Context: an optimization exercise on an open-source flow, tuned for small area, a short achievable clock period and few clock cycles. The choices shown serve that exercise and are no tape-out recipe. At most, simulation tests tie the RTL to the original design; equivalence was not proved. Power is estimated from default activity; no workload was simulated.

== P ==
==> module millisecond_timer_slot_table_unit, before the edit <==
module millisecond_timer_slot_table_unit (
   input  logic        clock,
   input  logic        reset,
   input  logic        req_tvalid,
   output logic        req_tready,
   input  logic [7:0]  req_tdata,   
   input  logic [1:0]  req_tuser,   
   output logic        rsp_tvalid,
   input  logic        rsp_tready,
   output logic [39:0] rsp_tdata
);
   localparam int SLOTS = msts_pkg::SLOTS;
   localparam int CW    = msts_pkg::COUNT_WIDTH;
   logic [SLOTS-1:0] used_ff;
   logic [7:0]       owner_ff [SLOTS];
   logic [CW-1:0]    stamp_ff [SLOTS];
   logic [CW-1:0]    tick_cnt_ff;
   logic             s0_v_ff;
   logic             s0_tick_ff, s0_start_ff, s0_stop_ff, s0_read_ff;
   logic [7:0]       s0_id_ff;
   logic [SLOTS-1:0] s0_eq_ff;
   logic             s0_hit_ff;
   logic          e_v_ff;
   logic          e_success_ff;
   logic [3:0]    e_slot_ff;
   logic          e_running_ff;
   logic [CW-1:0] e_stamp_ff;
   logic          out_v_ff;
   logic          out_success_ff;
   logic [3:0]    out_slot_ff;
   logic [CW-1:0] out_elapsed_ff;
   logic          out_running_ff;
   logic adv, ex;
   assign adv        = !out_v_ff || rsp_tready;
   assign req_tready = rsp_tready;
   assign ex         = s0_v_ff && adv;
   logic [SLOTS-1:0] free1, claim, release_;
   logic [SLOTS-1:0] claim_s, release_s;
   logic             hit, anyfree, stop_rest;
   logic             is_tick, is_start, is_stop, is_read;
   logic [3:0]       hit_idx, free_idx;
   logic [CW-1:0]    hit_stamp;
   assign is_tick  = s0_tick_ff;
   assign is_start = s0_start_ff;
   assign is_stop  = s0_stop_ff;
   assign is_read  = s0_read_ff;
   always_comb begin
      logic seen_free;
      seen_free = 1'b0;
      hit_idx   = '0;
      free_idx  = '0;
      hit_stamp = '0;
      stop_rest = 1'b0;
      for (int i = 0; i < SLOTS; i++) begin
         free1[i]  = !used_ff[i] && !seen_free;
         seen_free = seen_free || !used_ff[i];
         if (s0_eq_ff[i]) begin
            hit_idx   = hit_idx | 4'(i);
            hit_stamp = hit_stamp | stamp_ff[i];
         end
         if (free1[i]) begin
            free_idx = free_idx | 4'(i);
         end
         stop_rest = stop_rest || (used_ff[i] && !s0_eq_ff[i]);
      end
      hit      = s0_hit_ff;
      anyfree  = seen_free;
      claim_s   = (s0_v_ff && is_start && !hit) ? free1 : '0;
      release_s = (s0_v_ff && is_stop) ? s0_eq_ff : '0;
      claim     = adv ? claim_s : '0;
      release_  = adv ? release_s : '0;
   end
   logic [SLOTS-1:0] in_eq, cmp;
   logic             in_hit, fwd;
   assign fwd = s0_v_ff && (req_tdata == s0_id_ff);
   always_comb begin
      for (int i = 0; i < SLOTS; i++) begin
         cmp[i] = used_ff[i] && (owner_ff[i] == req_tdata);
      end
      if (fwd) begin
         in_eq  = is_stop ? '0 : (s0_eq_ff | claim_s);
         in_hit = !is_stop && (hit || (is_start && anyfree));
      end else begin
         in_eq  = cmp;
         in_hit = |cmp;
      end
   end
   logic [CW-1:0] tick_cnt_in;
   assign tick_cnt_in = is_tick ? tick_cnt_ff + 1'b1 : tick_cnt_ff;
   always_ff @(posedge clock) begin
      if (reset) begin
         used_ff     <= '0;
         tick_cnt_ff <= '0;
      end else begin
         used_ff <= (used_ff | claim) & ~release_;
         if (ex) begin
            tick_cnt_ff <= tick_cnt_in;
         end
      end
   end
   always_ff @(posedge clock) begin
      for (int i = 0; i < SLOTS; i++) begin
         if (!used_ff[i]) begin
            owner_ff[i] <= s0_id_ff;
            stamp_ff[i] <= tick_cnt_ff;
         end
      end
   end
   always_ff @(posedge clock) begin
      if (reset) begin
         s0_v_ff  <= 1'b0;
         e_v_ff   <= 1'b0;
         out_v_ff <= 1'b0;
      end else begin
         if (req_tready) begin
            s0_v_ff <= req_tvalid;
         end else if (adv) begin
            s0_v_ff <= 1'b0;
         end
         if (adv) begin
            e_v_ff   <= s0_v_ff;
            out_v_ff <= e_v_ff;
         end
      end
   end
   always_ff @(posedge clock) begin
      if (req_tready) begin
         s0_tick_ff  <= (req_tuser == msts_pkg::CMD_TICK);
         s0_start_ff <= (req_tuser == msts_pkg::CMD_START);
         s0_stop_ff  <= (req_tuser == msts_pkg::CMD_STOP);
         s0_read_ff  <= (req_tuser == msts_pkg::CMD_READ);
         s0_id_ff  <= req_tdata;
         s0_eq_ff  <= in_eq;
         s0_hit_ff <= in_hit;
      end
   end
   always_ff @(posedge clock) begin
      if (adv) begin
         e_stamp_ff   <= (hit && (is_start || is_read)) ? hit_stamp : tick_cnt_in;
         e_success_ff <= is_tick || hit || (is_start && anyfree);
         e_running_ff <= is_start || (is_stop ? stop_rest : (|used_ff));
         if (hit && (is_start || is_read)) begin
            e_slot_ff <= hit_idx;
         end else if (is_start && anyfree) begin
            e_slot_ff <= free_idx;
         end else begin
            e_slot_ff <= '0;
         end
      end
   end
   logic [CW-1:0] diff;
   always_comb begin
      logic [CW-1:0] g, p, gg, pp, gn, pn;
      g = tick_cnt_ff & ~e_stamp_ff;
      p = tick_cnt_ff ^ ~e_stamp_ff;
      gg    = g;
      gg[0] = g[0] | p[0];
      pp    = p;
      for (int d = 1; d < CW; d = d * 2) begin
         gn = gg;
         pn = pp;
         for (int i = d; i < CW; i++) begin
            gn[i] = gg[i] | (pp[i] & gg[i-d]);
            pn[i] = pp[i] & pp[i-d];
         end
         gg = gn;
         pp = pn;
      end
      diff = p ^ {gg[CW-2:0], 1'b1};
   end
   always_ff @(posedge clock) begin
      if (adv) begin
         out_success_ff <= e_success_ff;
         out_slot_ff    <= e_slot_ff;
         out_running_ff <= e_running_ff;
         out_elapsed_ff <= diff;
      end
   end
   assign rsp_tvalid = out_v_ff;
   assign rsp_tdata  = {2'b00, out_running_ff, 16'd0, out_elapsed_ff, out_slot_ff, out_success_ff};
endmodule
Settings: LEC_CHECK=0, ABC_CLOCK_PERIOD_IN_PS=2300, CAP_MARGIN=20, CORE_MARGIN=2, CORE_UTILIZATION=55, SETUP_SLACK_MARGIN=2.15, SLEW_MARGIN=20; clock period 4.5 ns.
standard.sh (not shown) runs the stock make flow with config.mk's settings and CLKGATE_MAP_FILE= SYNTH_SCRIPT=/design/flow/synth_recipe.tcl, a recipe that flattens the netlist after the stock synthesis.
==> flow/flow/run.sh <==
#!/bin/bash
set -o pipefail
export CTS_ARGS="-sink_clustering_enable -repair_clock_nets -dont_use_dummy_load -sink_clustering_size 24 -sink_clustering_max_diameter 60 -buf_list {sky130_fd_sc_hd__clkbuf_8 sky130_fd_sc_hd__clkbuf_16}"
bash standard.sh > standard.log 2>&1
P: no failed stages, no open violations at the end
#### Input delta (Q over P)
-- flow/design.v --
<<< P, line 34
   logic          e_success_ff;
   logic [3:0]    e_slot_ff;
   logic          e_running_ff;
   logic [CW-1:0] e_stamp_ff;
>>> Q, line 34
   logic          e_success_ff;
   logic [3:0]    e_slot_ff;
   logic          e_show_ff;
   logic          e_running_ff;
   logic [CW-1:0] e_stamp_ff;
<<< P, line 41
   logic [CW-1:0] out_elapsed_ff;
   logic          out_running_ff;
   logic adv, ex;
   assign adv        = !out_v_ff || rsp_tready;
   assign req_tready = rsp_tready;
   assign ex         = s0_v_ff && adv;
   logic [SLOTS-1:0] free1, claim, release_;
>>> Q, line 42
   logic [CW-1:0] out_elapsed_ff;
   logic          out_running_ff;
   logic adv, ex, nfull_ff;
   assign adv        = !out_v_ff || rsp_tready;
   assign req_tready = nfull_ff || rsp_tready;
   assign ex         = s0_v_ff && adv;
   logic [SLOTS-1:0] free1, claim, release_;
<<< P, line 96
      end
   end
   logic [CW-1:0] tick_cnt_in;
   assign tick_cnt_in = is_tick ? tick_cnt_ff + 1'b1 : tick_cnt_ff;
   always_ff @(posedge clock) begin
      if (reset) begin
>>> Q, line 97
      end
   end
   always_ff @(posedge clock) begin
      if (reset) begin
<<< P, line 104
      end else begin
         used_ff <= (used_ff | claim) & ~release_;
         if (ex) begin
            tick_cnt_ff <= tick_cnt_in;
         end
      end
>>> Q, line 103
      end else begin
         used_ff <= (used_ff | claim) & ~release_;
         if (ex && is_tick) begin
            tick_cnt_ff <= tick_cnt_ff + 1'b1;
         end
      end
<<< P, line 122
         e_v_ff   <= 1'b0;
         out_v_ff <= 1'b0;
      end else begin
         if (req_tready) begin
            s0_v_ff <= req_tvalid;
         end else if (adv) begin
            s0_v_ff <= 1'b0;
         end
         if (adv) begin
>>> Q, line 121
         e_v_ff   <= 1'b0;
         out_v_ff <= 1'b0;
         nfull_ff <= 1'b1;
      end else begin
         if (req_tready) begin
            s0_v_ff <= req_tvalid;
         end
         if (adv) begin
<<< P, line 132
            out_v_ff <= e_v_ff;
         end
      end
   end
>>> Q, line 130
            out_v_ff <= e_v_ff;
         end
         nfull_ff <= !((req_tready ? req_tvalid : s0_v_ff) && (adv ? e_v_ff : out_v_ff));
      end
   end
<<< P, line 147
   always_ff @(posedge clock) begin
      if (adv) begin
         e_stamp_ff   <= (hit && (is_start || is_read)) ? hit_stamp : tick_cnt_in;
         e_success_ff <= is_tick || hit || (is_start && anyfree);
         e_running_ff <= is_start || (is_stop ? stop_rest : (|used_ff));
>>> Q, line 146
   always_ff @(posedge clock) begin
      if (adv) begin
         e_show_ff    <= hit && (is_start || is_read);
         e_stamp_ff   <= hit_stamp;
         e_success_ff <= is_tick || hit || (is_start && anyfree);
         e_running_ff <= is_start || (is_stop ? stop_rest : (|used_ff));
<<< P, line 159
      end
   end
   logic [CW-1:0] diff;
   always_comb begin
      logic [CW-1:0] g, p, gg, pp, gn, pn;
      g = tick_cnt_ff & ~e_stamp_ff;
      p = tick_cnt_ff ^ ~e_stamp_ff;
      gg    = g;
      gg[0] = g[0] | p[0];
      pp    = p;
      for (int d = 1; d < CW; d = d * 2) begin
         gn = gg;
         pn = pp;
         for (int i = d; i < CW; i++) begin
            gn[i] = gg[i] | (pp[i] & gg[i-d]);
            pn[i] = pp[i] & pp[i-d];
         end
         gg = gn;
         pp = pn;
      end
      diff = p ^ {gg[CW-2:0], 1'b1};
   end
   always_ff @(posedge clock) begin
      if (adv) begin
>>> Q, line 159
      end
   end
   always_ff @(posedge clock) begin
      if (adv) begin
<<< P, line 184
         out_slot_ff    <= e_slot_ff;
         out_running_ff <= e_running_ff;
         out_elapsed_ff <= diff;
      end
   end
>>> Q, line 164
         out_slot_ff    <= e_slot_ff;
         out_running_ff <= e_running_ff;
         out_elapsed_ff <= e_show_ff ? (tick_cnt_ff - e_stamp_ff) : '0;
      end
   end
Results
Q ended up with a higher sequential share of layout area than P did.
P -> Q: synthesized instance count decreased by a few percent
Going from P to Q, final non-filler cell area dropped 3.4%; number of cells upsized or downsized after cts climbed about 13%.
Compared with P, in Q minimum clock period after layout lost 0.013 ns, routability congestion estimate from global placement fell by 0.020.
Testbench counts of Q, summed over its fixed seeds: cycles 4,824.
Function not checked in P: the RTL went through the layout flow alone.

========
The RTL this note starts from:
==> flow/design.v <==
package msts_pkg;
   localparam int SLOTS       = 16;
   localparam int SLOT_W      = 4;
   localparam int ID_WIDTH    = 8;
   localparam int COUNT_WIDTH = 16;
   localparam logic [1:0] CMD_TICK  = 2'd0;
   localparam logic [1:0] CMD_START = 2'd1;
   localparam logic [1:0] CMD_STOP  = 2'd2;
   localparam logic [1:0] CMD_READ  = 2'd3;
endpackage
module millisecond_timer_slot_table_unit (
   input  logic        clock,
   input  logic        reset,
   input  logic        req_tvalid,
   output logic        req_tready,
   input  logic [7:0]  req_tdata,   
   input  logic [1:0]  req_tuser,   
   output logic        rsp_tvalid,
   input  logic        rsp_tready,
   output logic [39:0] rsp_tdata
);
   localparam int SLOTS = msts_pkg::SLOTS;
   localparam int CW    = msts_pkg::COUNT_WIDTH;
   logic [SLOTS-1:0] used_ff;
   logic [7:0]       owner_ff [SLOTS];
   logic [CW-1:0]    stamp_ff [SLOTS];
   logic [CW-1:0]    tick_cnt_ff;
   logic             s0_v_ff;
   logic             s0_tick_ff, s0_start_ff, s0_stop_ff, s0_read_ff;
   logic [7:0]       s0_id_ff;
   logic [SLOTS-1:0] s0_eq_ff;
   logic             s0_hit_ff;
   logic          e_v_ff;
   logic          e_success_ff;
   logic [3:0]    e_slot_ff;
   logic          e_show_ff;
   logic          e_running_ff;
   logic [CW-1:0] e_stamp_ff;
   logic          out_v_ff;
   logic          out_success_ff;
   logic [3:0]    out_slot_ff;
   logic [CW-1:0] out_elapsed_ff;
   logic          out_running_ff;
   logic adv, ex, nfull_ff;
   assign adv        = !out_v_ff || rsp_tready;
   assign req_tready = nfull_ff || rsp_tready;
   assign ex         = s0_v_ff && adv;
   logic [SLOTS-1:0] free1, claim, release_;
   logic [SLOTS-1:0] claim_s, release_s;
   logic             hit, anyfree, stop_rest;
   logic             is_tick, is_start, is_stop, is_read;
   logic [3:0]       hit_idx, free_idx;
   logic [CW-1:0]    hit_stamp;
   assign is_tick  = s0_tick_ff;
   assign is_start = s0_start_ff;
   assign is_stop  = s0_stop_ff;
   assign is_read  = s0_read_ff;
   always_comb begin
      logic seen_free;
      seen_free = 1'b0;
      hit_idx   = '0;
      free_idx  = '0;
      hit_stamp = '0;
      stop_rest = 1'b0;
      for (int i = 0; i < SLOTS; i++) begin
         free1[i]  = !used_ff[i] && !seen_free;
         seen_free = seen_free || !used_ff[i];
         if (s0_eq_ff[i]) begin
            hit_idx   = hit_idx | 4'(i);
            hit_stamp = hit_stamp | stamp_ff[i];
         end
         if (free1[i]) begin
            free_idx = free_idx | 4'(i);
         end
         stop_rest = stop_rest || (used_ff[i] && !s0_eq_ff[i]);
      end
      hit      = s0_hit_ff;
      anyfree  = seen_free;
      claim_s   = (s0_v_ff && is_start && !hit) ? free1 : '0;
      release_s = (s0_v_ff && is_stop) ? s0_eq_ff : '0;
      claim     = adv ? claim_s : '0;
      release_  = adv ? release_s : '0;
   end
   logic [SLOTS-1:0] in_eq, cmp;
   logic             in_hit, fwd;
   assign fwd = s0_v_ff && (req_tdata == s0_id_ff);
   always_comb begin
      for (int i = 0; i < SLOTS; i++) begin
         cmp[i] = used_ff[i] && (owner_ff[i] == req_tdata);
      end
      if (fwd) begin
         in_eq  = is_stop ? '0 : (s0_eq_ff | claim_s);
         in_hit = !is_stop && (hit || (is_start && anyfree));
      end else begin
         in_eq  = cmp;
         in_hit = |cmp;
      end
   end
   always_ff @(posedge clock) begin
      if (reset) begin
         used_ff     <= '0;
         tick_cnt_ff <= '0;
      end else begin
         used_ff <= (used_ff | claim) & ~release_;
         if (ex && is_tick) begin
            tick_cnt_ff <= tick_cnt_ff + 1'b1;
         end
      end
   end
   always_ff @(posedge clock) begin
      for (int i = 0; i < SLOTS; i++) begin
         if (!used_ff[i]) begin
            owner_ff[i] <= s0_id_ff;
            stamp_ff[i] <= tick_cnt_ff;
         end
      end
   end
   always_ff @(posedge clock) begin
      if (reset) begin
         s0_v_ff  <= 1'b0;
         e_v_ff   <= 1'b0;
         out_v_ff <= 1'b0;
         nfull_ff <= 1'b1;
      end else begin
         if (req_tready) begin
            s0_v_ff <= req_tvalid;
         end
         if (adv) begin
            e_v_ff   <= s0_v_ff;
            out_v_ff <= e_v_ff;
         end
         nfull_ff <= !((req_tready ? req_tvalid : s0_v_ff) && (adv ? e_v_ff : out_v_ff));
      end
   end
   always_ff @(posedge clock) begin
      if (req_tready) begin
         s0_tick_ff  <= (req_tuser == msts_pkg::CMD_TICK);
         s0_start_ff <= (req_tuser == msts_pkg::CMD_START);
         s0_stop_ff  <= (req_tuser == msts_pkg::CMD_STOP);
         s0_read_ff  <= (req_tuser == msts_pkg::CMD_READ);
         s0_id_ff  <= req_tdata;
         s0_eq_ff  <= in_eq;
         s0_hit_ff <= in_hit;
      end
   end
   always_ff @(posedge clock) begin
      if (adv) begin
         e_show_ff    <= hit && (is_start || is_read);
         e_stamp_ff   <= hit_stamp;
         e_success_ff <= is_tick || hit || (is_start && anyfree);
         e_running_ff <= is_start || (is_stop ? stop_rest : (|used_ff));
         if (hit && (is_start || is_read)) begin
            e_slot_ff <= hit_idx;
         end else if (is_start && anyfree) begin
            e_slot_ff <= free_idx;
         end else begin
            e_slot_ff <= '0;
         end
      end
   end
   always_ff @(posedge clock) begin
      if (adv) begin
         out_success_ff <= e_success_ff;
         out_slot_ff    <= e_slot_ff;
         out_running_ff <= e_running_ff;
         out_elapsed_ff <= e_show_ff ? (tick_cnt_ff - e_stamp_ff) : '0;
      end
   end
   assign rsp_tvalid = out_v_ff;
   assign rsp_tdata  = {2'b00, out_running_ff, 16'd0, out_elapsed_ff, out_slot_ff, out_success_ff};
endmodule
clock: 4.5 ns
lec_check: 0
abc_clock_period_in_ps: 2200
cap_margin: 20
core_margin: 2
core_utilization: 40
setup_slack_margin: 2.3
slew_margin: 20
run.sh (not shown) runs the stock make flow with config.mk's settings and CLKGATE_MAP_FILE= SYNTH_SCRIPT=/design/flow/synth_recipe.tcl, a recipe that flattens the netlist after the stock synthesis.
Stock flow here: none of the scripts above is used.
Testbench counts at the start, summed over its fixed seeds: cycles 4,824.
Then changed:
--- a/flow/design.v
+++ b/flow/design.v
@@ -26,10 +26,9 @@
    logic [CW-1:0]    stamp_ff [SLOTS];
    logic [CW-1:0]    tick_cnt_ff;
    logic             s0_v_ff;
-   logic             s0_tick_ff, s0_start_ff, s0_stop_ff, s0_read_ff;
+   logic [1:0]       s0_cmd_ff;
    logic [7:0]       s0_id_ff;
    logic [SLOTS-1:0] s0_eq_ff;
-   logic             s0_hit_ff;
    logic          e_v_ff;
    logic          e_success_ff;
    logic [3:0]    e_slot_ff;
@@ -41,20 +40,19 @@
    logic [3:0]    out_slot_ff;
    logic [CW-1:0] out_elapsed_ff;
    logic          out_running_ff;
-   logic adv, ex, nfull_ff;
+   logic adv, ex;
    assign adv        = !out_v_ff || rsp_tready;
-   assign req_tready = nfull_ff || rsp_tready;
+   assign req_tready = !s0_v_ff || adv;
    assign ex         = s0_v_ff && adv;
    logic [SLOTS-1:0] free1, claim, release_;
-   logic [SLOTS-1:0] claim_s, release_s;
    logic             hit, anyfree, stop_rest;
    logic             is_tick, is_start, is_stop, is_read;
    logic [3:0]       hit_idx, free_idx;
    logic [CW-1:0]    hit_stamp;
-   assign is_tick  = s0_tick_ff;
-   assign is_start = s0_start_ff;
-   assign is_stop  = s0_stop_ff;
-   assign is_read  = s0_read_ff;
+   assign is_tick  = (s0_cmd_ff == msts_pkg::CMD_TICK);
+   assign is_start = (s0_cmd_ff == msts_pkg::CMD_START);
+   assign is_stop  = (s0_cmd_ff == msts_pkg::CMD_STOP);
+   assign is_read  = (s0_cmd_ff == msts_pkg::CMD_READ);
    always_comb begin
       logic seen_free;
       seen_free = 1'b0;
@@ -74,26 +72,18 @@
          end
          stop_rest = stop_rest || (used_ff[i] && !s0_eq_ff[i]);
       end
-      hit      = s0_hit_ff;
+      hit      = |s0_eq_ff;
       anyfree  = seen_free;
-      claim_s   = (s0_v_ff && is_start && !hit) ? free1 : '0;
-      release_s = (s0_v_ff && is_stop) ? s0_eq_ff : '0;
-      claim     = adv ? claim_s : '0;
-      release_  = adv ? release_s : '0;
+      claim    = (ex && is_start && !hit) ? free1 : '0;
+      release_ = (ex && is_stop) ? s0_eq_ff : '0;
    end
-   logic [SLOTS-1:0] in_eq, cmp;
-   logic             in_hit, fwd;
-   assign fwd = s0_v_ff && (req_tdata == s0_id_ff);
+   logic [SLOTS-1:0] in_eq;
+   logic             same_id;
+   assign same_id = (req_tdata == s0_id_ff);
    always_comb begin
       for (int i = 0; i < SLOTS; i++) begin
-         cmp[i] = used_ff[i] && (owner_ff[i] == req_tdata);
-      end
-      if (fwd) begin
-         in_eq  = is_stop ? '0 : (s0_eq_ff | claim_s);
-         in_hit = !is_stop && (hit || (is_start && anyfree));
-      end else begin
-         in_eq  = cmp;
-         in_hit = |cmp;
+         in_eq[i] = (used_ff[i] && (owner_ff[i] == req_tdata) && !release_[i]) ||
+                    (claim[i] && same_id);
       end
    end
    always_ff @(posedge clock) begin
@@ -120,7 +110,6 @@
          s0_v_ff  <= 1'b0;
          e_v_ff   <= 1'b0;
          out_v_ff <= 1'b0;
-         nfull_ff <= 1'b1;
       end else begin
          if (req_tready) begin
             s0_v_ff <= req_tvalid;
@@ -129,18 +118,13 @@
             e_v_ff   <= s0_v_ff;
             out_v_ff <= e_v_ff;
          end
-         nfull_ff <= !((req_tready ? req_tvalid : s0_v_ff) && (adv ? e_v_ff : out_v_ff));
       end
    end
    always_ff @(posedge clock) begin
       if (req_tready) begin
-         s0_tick_ff  <= (req_tuser == msts_pkg::CMD_TICK);
-         s0_start_ff <= (req_tuser == msts_pkg::CMD_START);
-         s0_stop_ff  <= (req_tuser == msts_pkg::CMD_STOP);
-         s0_read_ff  <= (req_tuser == msts_pkg::CMD_READ);
+         s0_cmd_ff <= req_tuser;
          s0_id_ff  <= req_tdata;
          s0_eq_ff  <= in_eq;
-         s0_hit_ff <= in_hit;
       end
    end
    always_ff @(posedge clock) begin
Design area grows by 0.55%. Critical path depth grows by 1. Via count shrinks by 0.96%. First-iteration DRC count grows by 17%. Combinational power grows by about 2%. Count of clock-buffer cells in the layout is unchanged. Sequential share of layout area shrinks by 0.69 points. Total power shrinks by 0.61%. Synthesized area shrinks by 1.5%. Non-clock buffer count grows by 15. Hold slack stays flat. Worst setup slack is worse by 0.060 ns. Synthesized cell count shrinks by 4.2%.
Only the layout flow was run in the second run of this note; the RTL was not checked for function there.

## separate check: timing with driven ports
How much do the figures lean on ideal ports? The routed layouts below were timed once more, with nothing changed but the port constraints. Step 1 (the two cells are an assumption about what drives the block):
set clk [get_ports {clock}]
set_driving_cell -lib_cell sky130_fd_sc_hd__clkbuf_16 $clk
set_driving_cell -lib_cell sky130_fd_sc_hd__buf_2 [delete_from_list [all_inputs] $clk]
Step 2, shift: input delay + t, output delay - t, t = (earliest + latest rising clock arrival at the registers) / 2. This alone moves slack from input paths to output paths. Three values: ideal ports, drivers, drivers and shift; two values: the first two.
| run | shift t [ns] | setup slack, ns | worst hold slack (ns) | worst register clock-pin slew, ns |
|---|---|---|---|---|
| P | 0.583 | 2.183 / 2.126 / 1.641 | 0.406 / 0.406 / 0.406 | 0.09 / 0.09 |
| Q | 0.580 | 2.196 / 2.148 / 1.694 | 0.418 / 0.418 / 0.418 | 0.09 / 0.09 |
| the first run of note 2 | 0.648 | 2.158 / 2.128 / 1.588 | 0.416 / 0.416 / 0.416 | 0.07 / 0.07 |
| the second run of note 2 | 0.655 | 2.098 / 2.065 / 1.726 | 0.415 / 0.415 / 0.415 | 0.06 / 0.06 |
After both steps every run listed still meets setup and hold. The setup slack of the first run of note 2, which loses most, moves by -0.030 ns with the drivers and by -0.570 ns with both steps.
